This design comes from an exercise in tuning for small area on the open sky130 flow, not from production work.
Only simulation tests tie the RTL to the original design; equivalence was not proved.
Power and IR drop assume default switching activity.

### flow/constraint.sdc
create_clock -name core_clock -period 5.0 [get_ports {clk}]
set_input_delay 1.0000 -clock core_clock [delete_from_list [all_inputs] [get_ports {clk}]]
set_output_delay 1.0000 -clock core_clock [all_outputs]
set_load 0.01 [all_outputs]
### flow/standard.sh
#!/bin/bash
# synth_recipe.tcl (not shown) runs the flow's synth.tcl, then flattens the netlist and writes it again
# the make line also repeats each setting of config.mk as NAME=value (left out here)
make -C /OpenROAD-flow-scripts/flow DESIGN_CONFIG=/design/flow/config.mk WORK_HOME=/design/flow/orfs CLKGATE_MAP_FILE= SYNTH_SCRIPT=/design/flow/synth_recipe.tcl "${@:-finish}"
### flow/flow/run.sh
#!/bin/bash
# Standard layout (standard.sh) with three changes:
#  * port buffers use the smallest buffer cell (buf_1);
#  * before global placement, the and2/and3 gates that drive the long decoded
#    select, write-enable and write-data lines (16+ pins) are made _4 strength
#    (flow/upsize_lines.tcl), so they need no buffer trees;
#  * the clock tree uses clkbuf_4 with up to 8 flip-flops per leaf buffer and
#    no dummy loads.
set -e
export BUFFER_PORTS_ARGS="-buffer_cell sky130_fd_sc_hd__buf_1"
export PRE_GLOBAL_PLACE_TCL="$PWD/flow/upsize_lines.tcl"
export CTS_ARGS="-sink_clustering_enable -repair_clock_nets -sink_clustering_size 8 -sink_clustering_max_diameter 40 -buf_list sky130_fd_sc_hd__clkbuf_4 -dont_use_dummy_load"
bash standard.sh > standard.log 2>&1
### flow/config.mk
export PLATFORM = sky130hd
export DESIGN_NAME = regfile_decode
export DESIGN_NICKNAME = regfile_decode
export VERILOG_FILES = /design/flow/design.v
export SDC_FILE = /design/flow/constraint.sdc
export NUM_CORES = 4
export LEC_CHECK = 0
export CAP_MARGIN = 20
export CORE_MARGIN = 2
export CORE_UTILIZATION = 40
export SLEW_MARGIN = 20
export SYNTH_HIERARCHICAL = 1
### flow/design.v
module regfile_decode #(
    parameter int XLEN = 32,
    parameter int NREG = 32,
    parameter int AW   = 5
) (
    input  logic            clk,
    input  logic            reset,
    input  logic            in_valid,
    output logic            in_ready,
    input  logic [31:0]     ir_i,
    output logic            out_valid,
    input  logic            out_ready,
    output logic [XLEN-1:0] ra_o,
    output logic [XLEN-1:0] rb_o,
    output logic [XLEN-1:0] imm_o,
    output logic [4:0]      itype_o,
    output logic [AW-1:0]   rd_o,
    input  logic            wb_en_i,
    input  logic [AW-1:0]   wb_addr_i,
    input  logic [XLEN-1:0] wb_data_i
);
    localparam logic [6:0] OP_R = 7'b0110011;
    localparam logic [6:0] OP_I = 7'b0010011;
    localparam logic [6:0] OP_S = 7'b0100011;
    localparam logic [6:0] OP_U = 7'b0110111;
    logic [4:0] rs1, rs2;
    assign rs1 = ir_i[19:15];
    assign rs2 = ir_i[24:20];
    logic accept, load;
    assign in_ready = reset | ~out_valid | out_ready;
    assign accept   = in_valid & in_ready & ~reset;
    assign load     = accept | reset;
    logic is_r, is_i, is_s, is_u, is_ill;
    assign is_r   = ~reset & (ir_i[6:0] == OP_R);
    assign is_i   = ~reset & (ir_i[6:0] == OP_I);
    assign is_s   = ~reset & (ir_i[6:0] == OP_S);
    assign is_u   = ~reset & (ir_i[6:0] == OP_U);
    assign is_ill = ~reset & ~(is_r | is_i | is_s | is_u);
    logic use1, use2;
    assign use1 = is_r | is_i | is_s;
    assign use2 = is_r | is_s;
    logic [3:0]  whi;
    logic [7:0]  wlo;
    for (genvar j = 0; j < 4; j++) begin : g_whi
        assign whi[j] = reset | (wb_en_i & (wb_addr_i[4:3] == 2'(j)));
    end
    for (genvar i = 0; i < 8; i++) begin : g_wlo
        assign wlo[i] = reset | (wb_addr_i[2:0] == 3'(i));
    end
    logic        rst_n;
    logic [31:0] wdata;
    assign rst_n = ~reset;
    for (genvar b = 0; b < 32; b++) begin : g_wd
        regfile_decode_and2 u_wd (.a(wb_data_i[b]), .b(rst_n), .y(wdata[b]));
    end
    logic [31:1] de, de_n;
    logic [31:0] regs [1:31];
    for (genvar k = 1; k < 32; k++) begin : g_rf
        regfile_decode_and2  u_de  (.a(whi[k / 8]), .b(wlo[k % 8]), .y(de[k]));
        regfile_decode_nand2 u_den (.a(whi[k / 8]), .b(wlo[k % 8]), .y(de_n[k]));
        always_ff @(posedge clk) begin
            if (de[k]) regs[k] <= wdata;
        end
    end
    logic [3:0]  r1hi, r2hi;
    logic [7:0]  r1lo, r2lo;
    for (genvar j = 0; j < 4; j++) begin : g_rhi
        assign r1hi[j] = use1 & (rs1[4:3] == 2'(j));
        assign r2hi[j] = use2 & (rs2[4:3] == 2'(j));
    end
    for (genvar i = 0; i < 8; i++) begin : g_rlo
        assign r1lo[i] = rs1[2:0] == 3'(i);
        assign r2lo[i] = rs2[2:0] == 3'(i);
    end
    logic [31:1] sel1, sel2;
    logic        byp1, byp2;
    for (genvar k = 1; k < 32; k++) begin : g_sel
        regfile_decode_and3 u_s1 (.a(r1hi[k / 8]), .b(r1lo[k % 8]), .c(de_n[k]), .y(sel1[k]));
        regfile_decode_and3 u_s2 (.a(r2hi[k / 8]), .b(r2lo[k % 8]), .c(de_n[k]), .y(sel2[k]));
    end
    assign byp1 = use1 & (rs1 != 5'd0) & wb_en_i & (wb_addr_i == rs1);
    assign byp2 = use2 & (rs2 != 5'd0) & wb_en_i & (wb_addr_i == rs2);
    logic [31:0] imm_sel_a, imm_dat_a;    
    logic        iu;
    assign iu = is_i | is_u;
    for (genvar b = 0; b < 32; b++) begin : g_imm
        if (b < 11) begin : g_lo
            assign imm_sel_a[b] = is_i;
            assign imm_dat_a[b] = ir_i[20 + b];
        end else if (b < 31) begin : g_mid
            assign imm_sel_a[b] = is_i;
            assign imm_dat_a[b] = ir_i[31];
        end else begin : g_top
            assign imm_sel_a[b] = iu;
            assign imm_dat_a[b] = ir_i[31];
        end
    end
    logic [31:0] ra_n, rb_n;
    for (genvar b = 0; b < 32; b++) begin : g_rd
        logic [31:1] col;
        for (genvar k = 1; k < 32; k++) begin : g_col
            assign col[k] = regs[k][b];
        end
        logic [10:0] ga;
        for (genvar j = 0; j < 10; j++) begin : g_a
            regfile_decode_aoi222 u (
                .a1(sel1[3*j+1]), .b1(col[3*j+1]),
                .a2(sel1[3*j+2]), .b2(col[3*j+2]),
                .a3(sel1[3*j+3]), .b3(col[3*j+3]), .y(ga[j]));
        end
        regfile_decode_nand2 u_a10 (.a(sel1[31]), .b(col[31]), .y(ga[10]));
        logic        gp;
        regfile_decode_nand2 u_ap (.a(byp1), .b(wdata[b]), .y(gp));
        logic [2:0] ha;
        regfile_decode_nand4 u_ha0 (.a(ga[0]), .b(ga[1]), .c(ga[2]), .d(ga[3]), .y(ha[0]));
        regfile_decode_nand4 u_ha1 (.a(ga[4]), .b(ga[5]), .c(ga[6]), .d(ga[7]), .y(ha[1]));
        regfile_decode_nand4 u_ha2 (.a(ga[8]), .b(ga[9]), .c(ga[10]), .d(gp), .y(ha[2]));
        regfile_decode_or3 u_ya (.a(ha[0]), .b(ha[1]), .c(ha[2]), .y(ra_n[b]));
        logic [10:0] gb;
        for (genvar j = 0; j < 10; j++) begin : g_b
            regfile_decode_aoi222 u (
                .a1(sel2[3*j+1]), .b1(col[3*j+1]),
                .a2(sel2[3*j+2]), .b2(col[3*j+2]),
                .a3(sel2[3*j+3]), .b3(col[3*j+3]), .y(gb[j]));
        end
        regfile_decode_aoi222 u_b10 (
            .a1(sel2[31]), .b1(col[31]), .a2(byp2), .b2(wdata[b]),
            .a3(imm_sel_a[b]), .b3(imm_dat_a[b]), .y(gb[10]));
        logic [2:0] hb;
        regfile_decode_nand4 u_hb0 (.a(gb[0]), .b(gb[1]), .c(gb[2]), .d(gb[3]), .y(hb[0]));
        if (b >= 12 && b < 31) begin : g_u
            logic gu;
            regfile_decode_nand2 u_gu (.a(is_u), .b(ir_i[b]), .y(gu));
            regfile_decode_nand4 u_hb1 (.a(gb[4]), .b(gb[5]), .c(gb[6]), .d(gb[7]), .y(hb[1]));
            regfile_decode_nand4 u_hb2 (.a(gb[8]), .b(gb[9]), .c(gb[10]), .d(gu), .y(hb[2]));
        end else begin : g_nu
            regfile_decode_nand4 u_hb1 (.a(gb[4]), .b(gb[5]), .c(gb[6]), .d(gb[7]), .y(hb[1]));
            regfile_decode_nand3 u_hb2 (.a(gb[8]), .b(gb[9]), .c(gb[10]), .y(hb[2]));
        end
        regfile_decode_or3 u_yb (.a(hb[0]), .b(hb[1]), .c(hb[2]), .y(rb_n[b]));
    end
    logic [31:0] ra_q, rb_q;
    logic [2:0]  ty_q;      
    logic [4:0]  lo_q;      
    logic [6:0]  hi_q;      
    logic [2:0]  ty_n;
    logic [4:0]  lo_n;
    logic [6:0]  hi_n;
    assign ty_n = {iu, is_s | is_ill, is_r | is_ill | is_u};
    assign lo_n = {5{use1 | is_u}} & ir_i[11:7];
    assign hi_n = {7{is_s}} & ir_i[31:25];
    always_ff @(posedge clk) begin
        if (load) begin
            ra_q <= ra_n;
            rb_q <= rb_n;
            ty_q <= ty_n;
            lo_q <= lo_n;
            hi_q <= hi_n;
        end
    end
    always_ff @(posedge clk) begin
        if (reset)       out_valid <= 1'b0;
        else if (accept) out_valid <= 1'b1;
        else if (out_ready) out_valid <= 1'b0;
    end
    logic iu_q, s_q;
    assign iu_q = ty_q[2];
    assign s_q  = ty_q[1] & ~ty_q[0];
    assign ra_o    = ra_q;
    assign rb_o    = rb_q;
    assign itype_o = {ty_q[1] & ty_q[0],              
                      ty_q[2] & ty_q[0],              
                      s_q,                            
                      ty_q[2] & ~ty_q[0],             
                      ~ty_q[2] & ~ty_q[1] & ty_q[0]}; 
    assign rd_o    = lo_q & {5{~s_q}};
    assign imm_o   = ({32{iu_q}} & rb_q)
                   | {{20{hi_q[6]}}, hi_q, lo_q & {5{s_q}}};
endmodule
module regfile_decode_aoi222 (
    input  logic a1, b1, a2, b2, a3, b3,
    output logic y
);
    assign y = ~((a1 & b1) | (a2 & b2) | (a3 & b3));
endmodule
module regfile_decode_nand4 (
    input  logic a, b, c, d,
    output logic y
);
    assign y = ~(a & b & c & d);
endmodule
module regfile_decode_nand3 (
    input  logic a, b, c,
    output logic y
);
    assign y = ~(a & b & c);
endmodule
module regfile_decode_nand2 (
    input  logic a, b,
    output logic y
);
    assign y = ~(a & b);
endmodule
module regfile_decode_or3 (
    input  logic a, b, c,
    output logic y
);
    assign y = a | b | c;
endmodule
module regfile_decode_and2 (
    input  logic a, b,
    output logic y
);
    assign y = a & b;
endmodule
module regfile_decode_and3 (
    input  logic a, b, c,
    output logic y
);
    assign y = a & b & c;
endmodule
### flow/flow/upsize_lines.tcl
# Give the long decoded select, write-enable and write-data lines a strong
# driver up front, so that they need no buffer trees: every and2/and3 whose
# output drives 16 or more pins becomes its _4 variant.
set n_up 0
foreach inst [[ord::get_db_block] getInsts] {
  set m [[$inst getMaster] getName]
  if {![regexp {^sky130_fd_sc_hd__(and2|and3)_[0-9]$} $m -> fam]} { continue }
  foreach it [$inst getITerms] {
    if {![$it isOutputSignal]} { continue }
    set net [$it getNet]
    if {$net eq "NULL"} { continue }
    if {[llength [$net getITerms]] - 1 >= 16} {
      $inst swapMaster [[ord::get_db] findMaster sky130_fd_sc_hd__${fam}_4]
      incr n_up
    }
  }
}
puts "upsize_lines: $n_up drivers upsized"
==> impl_metrics.yaml, run 1 <==
status:
  status: "timing/DRC/antenna clean"
route:
  viasPerCell: 7.74
  dr_total_vias: 32435
  drt_first_pass_iters: 22
  routed_wl_um: 168000
  drt_iter0_markers: 8755
  antenna_left: 0
  drc: 0
  wire_per_inst_um: 40.0
yosys:
  ys_seq_area_share_pct: 75.2
  synth_fa_ha_area_share_pct: 0
  synth.net_count: 2477
  yosys_warnings: 8
  synthMuxAreaShare_pct: 0
  synth_cell_type_count: 38
  synth_compound_area_share_pct: 16.7
  ys_ff_latch: 1072
  syn_area_per_cell_um2: 17.8
  ys.flop_type: "edfxtp_1"
  syn-instance-count: 2403
  synth_xor_area_share_pct: 0.225
  synthArstFlopShare_pct: 0
  yosys.area_share.simple_pct: 7.70
  synth_area_um2: 42800
  synth_top_family_by_area: "compound AO/OA/AOI/OAI gates"
  synth_edf_count: 1071
finish:
  final_cell_mix: "edfxtp_1, a222oi_1, nand4_1, buf_1, clkbuf_4"
  nNetsFinal: 2867
  areaGrowthSynthToFinish_pct: 10.9
  layout_commonest_cell: "edfxtp_1"
  drive_gt1_share_pct: 13.0
placed_design:
  port-buffer-count: 181
  gp_congestion: 0.947
  hpwl_um: 96400
  dp_slack_ps: 760
timing:
  final-setup-viol-count: 0
  maxSlewViolCount: 0
  finalCriticalPeriod_ps: 3580
  setup_ws_ps: 1420
  max_freq_mhz: 279
  worst_pin_slew_ps: 1170
  fin_setup_tns_ps: 0
  skew_ps: 92.5
  rsz0062_at_grt: "false"
  fin_crit_sh_pct: 71.6
  slew_headroom_pct: 21.9
  hold_viol: 0
  holdWs_ps: 258
pwr:
  p_seq_share_pct: 68.3
  clkPwrFrac_pct: 26.3
  vdd_drop_max_mv: 0.163
  internal_power_w: 0.0125
  combPwrFrac_pct: 5.4
  power.leakage_nw: 14.7
  power.density_nw_per_um2: 348
  p_sw_w: 0.00399
  sw_frac_of_total_pct: 24.2
run:
  cap_violations: 0
floorplanning:
  core_area_um2: 106000
  start_util_pct: 40.5
  die-area_um2: 110000
  row_count: 119
  die_x_um: 331
  die_h_um: 331
  ioPinCount: 182
clock_network:
  h-tree-depth: 4
  root_buffer: "clkbuf_4"
  path_clk_slew_ps: 80
  cts_resized: 0
  clk_latency_ps: 1070
  cts.sink_count: 1072
  clockBufferDepth: 3
  cts_tree: "done"
  numCtsBuffers: 166
  postCtsHoldBufs: 0
  post_cts_buffers: 0
worst_setup_path:
  cp.required_ps: 4000
  startpoint_type: "register"
  crit_path_end_kind: "primary output"
  arrival_ps: 2580
  crit_fanout: 11
  critPathKind: "reg2out"
grt:
  grt_pass1_wl_um: 228000
  grt.overflow.total: 0
  grt_max_degree: 54
  grt_usage_pct: 29.6
  antenna_found_initial: 5
  first_global_vias: 30753
min_path:
  min_path_type: "in2reg"
[cells in the mapped netlist (2+ instances only)]
| cell | number | share of area (%) |
|---|---|---|
| inv_1 | 5 | 0.044 |
| clkbuf_1 | 16 | 0.14 |
| a2111oi_4 | 2 | 0.13 |
| and2_1 | 77 | 1.1 |
| nand2b_1 | 4 | 0.058 |
| and3_1 | 65 | 0.95 |
| a222oi_1 | 672 | 16 |
| nor3b_2 | 2 | 0.058 |
| and3b_1 | 4 | 0.082 |
| a21o_1 | 27 | 0.47 |
| nand3_1 | 14 | 0.16 |
| or3_1 | 64 | 0.94 |
| o31ai_1 | 2 | 0.035 |
| o21ai_0 | 11 | 0.13 |
| nor3_1 | 8 | 0.094 |
| nor2_1 | 10 | 0.088 |
| nor3b_1 | 7 | 0.12 |
| a22o_1 | 5 | 0.10 |
| nor2b_1 | 7 | 0.10 |
| nand4_1 | 181 | 2.6 |
| xnor2_1 | 11 | 0.23 |
| nand2_1 | 123 | 1.1 |
| edfxtp_1 | 1071 | 75 |
[Yosys stat by module (local to each module, per instance)]
module	cells	times used	cell area, um2	flops+latches
regfile_decode	1236	1	33300	1072
regfile_decode_aoi222	1	672	10.0	0
regfile_decode_and2	1	63	6.26	0
regfile_decode_and3	1	62	6.26	0
regfile_decode_nand4	1	179	6.26	0
regfile_decode_or3	1	64	6.26	0
regfile_decode_nand3	1	13	5.00	0
regfile_decode_nand2	1	114	3.75	0
[state kept, by name, indices dropped and copies added, names as in the netlist]
| register | flops |
|---|---|
| ra_q | 32 |
| out_valid | 1 |
| rb_q | 32 |
| lo_q | 5 |
| ty_q | 3 |
| hi_q | 7 |
| regs | 992 |
[per-layer routing]
metal	vias to the layer above	share of wire [%]	global-route usage, %	wire, um
met4	2	6.2	16.8	10300
met3	552	17	10.0	28000
met2	3382	43	44.0	72700
met1	16060	34	37.9	56700
li1	12439	-	-	-
met5	-	0.0030	0.304	5
[final timing paths]
check	from	to	slack (ps)	cells past startpoint
setup / recovery	ty_q[0]$_DFFE_PP_	imm_o[3]	1420	3
hold / removal	ir_i[9]	lo_q[2]$_DFFE_PP_	260	2
setup reg to reg	regs[13][7]$_DFFE_PP_	ra_q[7]$_DFFE_PP_	2890	3
hold reg to reg	out_valid$_SDFFE_PP0P_	out_valid$_SDFFE_PP0P_	570	2
[through the flow]
stage          total power, W  std cells  cell area [um2]  util [%]
2_1_floorplan          0.0117       2403            42800         -
3_3_place_gp           0.0122       4015            46200      43.7
3_5_place_dp           0.0123       4015            46200      43.7
4_1_cts                0.0165       4181            47400      44.8
5_1_grt                0.0170       4184            47400      44.9
6_report               0.0165       4190            47500      44.9
[cell families after synthesis]
group | count (synthesis)
AND/OR/NAND/NOR | 573
buffers and inverters | 24
AO/OA/AOI/OAI | 723
XOR/XNOR | 11
flip-flops | 1072
[cell type report]
cell class | instances | area (um2)
fillers | 9175 | 58300
flip-flops and latches | 1072 | 32200
multi-input cells | 1307 | 11000
well taps | 1391 | 1740
clock buffers | 166 | 1250
repair buffers | 240 | 1240
inverters | 6 | 22.5
diodes | 8 | 20.0
[critical path, cell delays in order (launching register included)]
cell,delay (ps)
edfxtp_1,440
nor2b_1,650
a22o_1,330
buf_1,180
[power by group through the flow]
stage	clock network (W)	logic, W	registers, W
2_1_floorplan	0	0.000383	0.0113
3_3_place_gp	0	0.000838	0.0114
3_5_place_dp	0	0.000854	0.0114
4_1_cts	0.00441	0.000854	0.0112
5_1_grt	0.00474	0.000911	0.0113
6_report	0.00434	0.000884	0.0113
==> run 2, diff against run 1 <==
--- a/flow/config.mk
+++ b/flow/config.mk
@@ -8,5 +8,6 @@
 export CAP_MARGIN = 20
 export CORE_MARGIN = 2
 export CORE_UTILIZATION = 40
+export PLACE_DENSITY = 0.8
 export SLEW_MARGIN = 20
 export SYNTH_HIERARCHICAL = 1
==> run 2 against run 1 <==
  * Still clean on timing, DRC and antenna
  * Worst hold slack worse by 51 ps
  * Die area unchanged
  * Sequential power about the same
  * Non-clock buffer count down 15
  * Global-route usage down 1.9 points
  * Core utilization down 0.21 points
  * Total power down 0.23%
  * Worst setup slack worse by 110 ps
  * Largest power group unchanged
==> impl_metrics.yaml, run 2 <==
yosys:
  synth_edf_count: 1071
  yosys.area.top_type: "edfxtp_1"
  synthTopCellsByArea: "edfxtp_1, a222oi_1, nand4_1, and2_1, nand2_1"
  synth_top_area_share_pct: 75.1
  yosys_warnings: 8
  ys_top_cells_by_count: "edfxtp_1, a222oi_1, nand4_1, nand2_1, and2_1"
  synth.net_count: 2477
  synthArstFlopShare_pct: 0
  syn-instance-count: 2403
  syn_area_per_cell_um2: 17.8
  synth_area_um2: 42800
  synth_cell_type_count: 38
  ys_ff_latch: 1072
  ys.flop_type: "edfxtp_1"
  yosysMostFrequentCell: "edfxtp_1"
  ys_seq_area_share_pct: 75.2
floorplanning:
  row_count: 119
  die-area_um2: 110000
  die_h_um: 331
  ioPinCount: 182
  start_util_pct: 40.5
  die_x_um: 331
  core_area_um2: 106000
clock_network:
  postCtsHoldBufs: 0
  clockBufferDepth: 3
  h-tree-depth: 4
  path_clk_slew_ps: 80
  numCtsBuffers: 159
  clk_latency_ps: 1110
  cts_resized: 0
  cts_tree: "done"
  root_buffer: "clkbuf_4"
  cts.sink_count: 1072
  post_cts_buffers: 0
worst_setup_path:
  crit_slowest_cell: "o21ai_0"
  crit_fanout: 29
  arrival_ps: 4520
  reg2reg_to: "ra_q[26]$_DFFE_PP_"
  slowest_delay_ps: 740
  cpMostUsedCell: "buf_4"
  crit_path_end_kind: "register"
  startpoint_type: "primary input"
  cp_cell_sequence: "buf_1 > inv_1 > o21ai_0 > buf_4 > nand2_1 > and3_4 > buf_4 > a222oi_1 > nand4_1 > or3_1"
  reg2reg_from: "regs[13][26]$_DFFE_PP_"
  crit_family: "simple AND/OR/NAND/NOR gates"
  path_buf_inv: 4
  reg2regPathDepth: 3
  critPathKind: "in2reg"
  cp.required_ps: 5820
  ff2ff_setup_slack_ps: 2900
  startpoint: "wb_addr_i[4]"
timing:
  skew_ps: 110
  fin_setup_tns_ps: 0
  final-setup-viol-count: 0
  worst_pin_slew_ps: 1160
  slew_headroom_pct: 22.4
  finalCriticalPeriod_ps: 3690
  max_freq_mhz: 271
  fin_crit_sh_pct: 73.9
  maxSlewViolCount: 0
  rsz0062_at_grt: "false"
  hold_viol: 0
finish:
  reg_top3: "regs x992, ra_q x32, rb_q x32"
  largest_reg_flops: 992
  fill_cells: 9035
  multi_input_area_um2: 11000
  areaGrowthSynthToFinish_pct: 10.4
  final_cell_mix: "edfxtp_1, a222oi_1, nand4_1, buf_1, clkbuf_4"
  nNetsFinal: 2845
  layout.cells.non_filler: 4164
  max_flop_register: "regs"
  seq_area_um2: 32200
  layout_commonest_cell: "edfxtp_1"
  drive_gt1_share_pct: 12.4
route:
  routed_wl_um: 158000
  drt_iter0_markers: 10991
  drc: 0
  dr_total_vias: 32930
  viasPerCell: 7.91
  drt_first_pass_iters: 20
  wire_per_inst_um: 37.9
  antenna_left: 0
grt:
  first_global_vias: 30967
  grt_usage_pct: 27.6
  grt_pass1_wl_um: 217000
  grt_max_degree: 38
  antenna_found_initial: 12
  grt.overflow.total: 0
min_path:
  min_to: "out_valid$_SDFFE_PP0P_"
  min_path_type: "in2reg"
  min_delay_path_depth: 3
  hp-start: "in_valid"
placed_design:
  hpwl_um: 88400
  dp.cells: 4000
  gp_congestion: 0.964
  port-buffer-count: 181
pwr:
  vdd_drop_max_mv: 0.234
  power.leakage_nw: 14.6
  power.density_nw_per_um2: 348
status:
  status: "timing/DRC/antenna clean"
run:
  cap_violations: 0
[run 2: cell count changes in the layout (fill, tap and decap cells not counted), sizes merged]
cell,change
buf,-15
diode,-4
clkbuf,-7
[run 2: logic make-up after synthesis]
kind of cell	Yosys count	synth area share, %
flip-flops	1072	75.2
AO/OA/AOI/OAI	723	16.7
AND/OR/NAND/NOR	573	7.70
buffers and inverters	24	0.219
XOR/XNOR	11	0.225
[run 2: worst max-delay path by stage]
stage,endpoint,slack [ps],cells after the start
2_1_floorplan,hi_q[0]$_DFFE_PP_,1230,2
3_3_place_gp,ra_q[10]$_DFFE_PP_,550,9
3_5_place_dp,ra_q[9]$_DFFE_PP_,510,10
4_1_cts,imm_o[18],1380,3
5_1_grt,imm_o[18],1300,3
6_report,ra_q[26]$_DFFE_PP_,1310,10
[run 2: layout make-up]
class,instances,area share [%]
Antenna cell,4,0.0212
Clock buffer,159,2.53
Inverter,6,0.0477
Multi-Input combinational cell,1307,23.3
Sequential cell,1072,68.1
Tap cell,1391,3.69
Timing Repair Buffer,225,2.29
[run 2: Yosys stat by module (local to each module, per instance)]
module                 flops+latches  cells  cell area (um2)
regfile_decode_nand3               0      1             5.00
regfile_decode_or3                 0      1             6.26
regfile_decode                  1072   1236            33300
regfile_decode_nand4               0      1             6.26
regfile_decode_nand2               0      1             3.75
regfile_decode_aoi222              0      1             10.0
regfile_decode_and3                0      1             6.26
regfile_decode_and2                0      1             6.26
[run 2: per-stage QoR]
step,power [W],instance area [um2],utilization [%],setup slack [ps],hold WS (ps)
floorplan,0.0117,42800,-,1230,596
global placement,0.0122,46000,43.5,550,515
detailed placement,0.0123,46000,43.5,508,516
CTS,0.0163,47200,44.6,1380,155
global route,0.0169,47200,44.7,1300,217
finish,0.0165,47200,44.7,1310,207
[run 2: report_power, final]
part | switching [W] | total (W) | internal (W) | leakage [nW]
Sequential | 0.000479 | 0.0113 | 0.0108 | 9.76
Clock | 0.00283 | 0.00429 | 0.00146 | 0.732
Combinational | 0.000703 | 0.000864 | 0.000162 | 4.11
[run 2: tightest hold or removal path, stage by stage]
cell,delay (ps)
buf_1,70
inv_1,70
o21ai_0,70
[run 2: per-layer routing]
metal | vias up | GRT usage (%) | routed length (um)
met1 | 15490 | 34.4 | 47400
met3 | 795 | 13.5 | 34400
met4 | 14 | 17.0 | 11800
li1 | 12384 | - | -
met2 | 4247 | 38.4 | 63900
met5 | - | 1.00 | 228
==> run 3, diff against run 2 <==
==> flow/flow/run.sh (replaced) <==
#!/bin/bash
# Standard layout (standard.sh) with three changes:
#  * port buffers use the smallest buffer cell (buf_1);
#  * before global placement, the and2/and3 gates that drive the long decoded
#    select, write-enable and write-data lines (16+ pins) are made _4 strength
#    (flow/upsize_lines.tcl), so they need no buffer trees;
#  * the clock tree uses clkbuf_4 with up to 10 flip-flops per leaf buffer and
#    no dummy loads.
set -e
export BUFFER_PORTS_ARGS="-buffer_cell sky130_fd_sc_hd__buf_1"
export PRE_GLOBAL_PLACE_TCL="$PWD/flow/upsize_lines.tcl"
export CTS_ARGS="-sink_clustering_enable -repair_clock_nets -sink_clustering_size 10 -sink_clustering_max_diameter 40 -buf_list sky130_fd_sc_hd__clkbuf_4 -dont_use_dummy_load"
bash standard.sh > standard.log 2>&1
==> run 3 against run 2 <==
  * Largest power group unchanged
  * Cell area fell by 0.28%
  * First-iteration DRC count rose by 4.4%
  * Still clean
  * Total power fell by 1.6%
  * Critical path depth did not move
  * Worst hold slack improved by 9.3 ps
==> impl_metrics.yaml, run 3 <==
status:
  status: "timing/DRC/antenna clean"
grt:
  grt_max_degree: 38
  grt_usage_pct: 27.6
  grt_pass1_wl_um: 217000
  antenna_found_initial: 10
  grt.overflow.total: 0
  first_global_vias: 30647
worst_setup_path:
  cp.depth: 10
  cp.required_ps: 5850
  cpMostUsedCell: "buf_4"
  path_buf_inv: 4
  crit_slowest_cell: "o21ai_0"
  crit_family: "simple AND/OR/NAND/NOR gates"
  critPathKind: "in2reg"
  arrival_ps: 4570
  crit_path_end_kind: "register"
  startpoint_type: "primary input"
  slowest_delay_ps: 740
  crit_fanout: 29
  reg2regPathDepth: 3
  cp_cell_sequence: "buf_1 > inv_1 > o21ai_0 > buf_4 > nand2_1 > and3_4 > buf_4 > a222oi_1 > nand4_1 > or3_1"
floorplanning:
  core_area_um2: 106000
  die-area_um2: 110000
  start_util_pct: 40.5
  row_count: 119
  die_h_um: 331
  ioPinCount: 182
  die_x_um: 331
finish:
  reg_top3: "regs x992, ra_q x32, rb_q x32"
  areaGrowthSynthToFinish_pct: 10.0
  layout_commonest_cell: "edfxtp_1"
  max_flop_register: "regs"
  final_cell_mix: "edfxtp_1, a222oi_1, nand4_1, buf_1, clkbuf_4"
  largest_reg_flops: 992
  fill_cells: 9035
  multi_input_area_um2: 11000
  final_area_um2: 47100
  seq_area_um2: 32200
  drive_gt1_share_pct: 11.7
  nNetsFinal: 2824
yosys:
  syn-instance-count: 2403
  ys_seq_area_share_pct: 75.2
  syn_area_per_cell_um2: 17.8
  yosys.area.top_type: "edfxtp_1"
  yosysMostFrequentCell: "edfxtp_1"
  synthTopCellsByArea: "edfxtp_1, a222oi_1, nand4_1, and2_1, nand2_1"
  synthArstFlopShare_pct: 0
  synth_top_area_share_pct: 75.1
  synth_area_um2: 42800
  synth_cell_type_count: 38
  yosys_warnings: 8
  synth.net_count: 2477
  ys_ff_latch: 1072
  ys_top_cells_by_count: "edfxtp_1, a222oi_1, nand4_1, nand2_1, and2_1"
  synth_edf_count: 1071
  ys.flop_type: "edfxtp_1"
clock_network:
  h-tree-depth: 4
  cts_tree: "done"
  clk_latency_ps: 1080
  root_buffer: "clkbuf_4"
  post_cts_buffers: 0
  postCtsHoldBufs: 0
  cts_resized: 0
  path_clk_slew_ps: 100
  numCtsBuffers: 138
  clockBufferDepth: 3
  cts.sink_count: 1072
route:
  routed_wl_um: 157000
  drc: 0
  wire_per_inst_um: 37.8
  dr_total_vias: 32954
  drt_first_pass_iters: 22
  viasPerCell: 7.93
  drt_iter0_markers: 11479
  antenna_left: 0
timing:
  hold_viol: 0
  max_freq_mhz: 269
  skew_ps: 118
  maxSlewViolCount: 0
  fin_crit_sh_pct: 74.5
  final-setup-viol-count: 0
  worst_pin_slew_ps: 1150
  slew_headroom_pct: 23.3
  rsz0062_at_grt: "false"
  finalCriticalPeriod_ps: 3720
  fin_setup_tns_ps: 0
pwr:
  power.density_nw_per_um2: 344
  power.leakage_nw: 14.5
  power_w: 0.0162
  vdd_drop_max_mv: 0.222
min_path:
  min_delay_path_depth: 3
  min_path_type: "in2reg"
placed_design:
  hpwl_um: 88400
  gp_congestion: 0.964
  port-buffer-count: 181
  place_area_um2: 46000
run:
  cap_violations: 0
-- run 3: kinds of logic after synthesis --
kind of cell	count (synthesis)	synth area share (%)
simple gates	573	7.70
compound gates	723	16.7
flops	1072	75.2
buf+inv	24	0.219
xor+xnor	11	0.225
-- run 3: per-module statistics from Yosys, one instance, submodules excluded --
module	cells inside	area, um2	flops+latches	copies in the design
regfile_decode_or3	1	6.26	0	64
regfile_decode_nand4	1	6.26	0	179
regfile_decode_nand2	1	3.75	0	114
regfile_decode_aoi222	1	10.0	0	672
regfile_decode_and3	1	6.26	0	62
regfile_decode_and2	1	6.26	0	63
regfile_decode	1236	33300	1072	1
regfile_decode_nand3	1	5.00	0	13
-- run 3: metrics by stage --
stage	instances	util [%]	setup WS (ps)	hold WS [ps]
after detailed placement	4000	43.5	508	516
final	4153	44.5	1280	216
after global placement	4000	43.5	550	515
after global routing	4144	44.5	1290	241
after floorplan	2403	-	1230	596
after CTS	4138	44.5	1400	183
-- run 3: report_power, final --
part / total, W / internal [W] / leakage [nW] / switching [W]
Sequential: 0.0113 / 0.0108 / 9.76 / 0.000478
Combinational: 0.000860 / 0.000162 / 4.11 / 0.000699
Clock: 0.00402 / 0.00127 / 0.635 / 0.00275
-- run 3: tightest hold or removal path, delay by kind of cell --
kind / cells / cell delay [ps]
AOI/OAI and AO/OA: 1 / 70
buffers and inverters: 2 / 140
-- run 3: layout make-up --
class,count,area share (%)
Tap cell,1391,3.70
Clock buffer,138,2.20
Inverter,6,0.0478
Timing Repair Buffer,225,2.29
Sequential cell,1072,68.3
Multi-Input combinational cell,1307,23.4
Antenna cell,14,0.0744
-- run 3: routing by layer --
metal  vias up  track usage, %  part of all wire, %
met5         -               0                0.059
met1     15490            34.7                   30
met4        14            17.0                  7.9
li1      12362               -                    -
met3       809            13.1                   21
met2      4279            38.3                   40
-- run 3: path summary, 6_finish.rpt --
kind	from	end	slack (ps)
worst max register to register	regs[13][26]$_DFFE_PP_	ra_q[26]$_DFFE_PP_	2900
worst min-delay path	in_valid	out_valid$_SDFFE_PP0P_	220
worst max-delay path	wb_addr_i[4]	ra_q[9]$_DFFE_PP_	1280
worst min register to register	out_valid$_SDFFE_PP0P_	out_valid$_SDFFE_PP0P_	530

## afterwards: timing with drivers on the ports
The flow's constraints put no driver on any port. The routed layouts listed below were extracted and timed again, unchanged, in two steps.
Step 1: set_driving_cell puts a clkbuf_16 on clk and a buf_2 on each other input, an assumption about the parent block.
Step 2 adds t to the input delays and takes it off the output delays; t is the mean of the earliest and latest rising clock arrival at the registers after step 1. Input paths then give back, and output paths get back, about the clock's delay inside the block.
a / b / c = ideal / step 1 / step 2; a / b = the first two.
run | t, ns | setup WS [ns] | worst setup path after step 2 | cell pins on the clock port's net
run 1 | 1.088 | 1.420 / 1.346 / 0.527 | input to register | 1
run 2 | 1.116 | 1.307 / 1.343 / 0.227 | input to register | 1
run 3 | 1.087 | 1.276 / 1.306 / 0.219 | input to register | 1
After both steps every run listed still meets setup and hold. For run 2, which loses most, drivers alone change the setup slack by +0.036 ns; drivers and shift together by -1.080 ns.
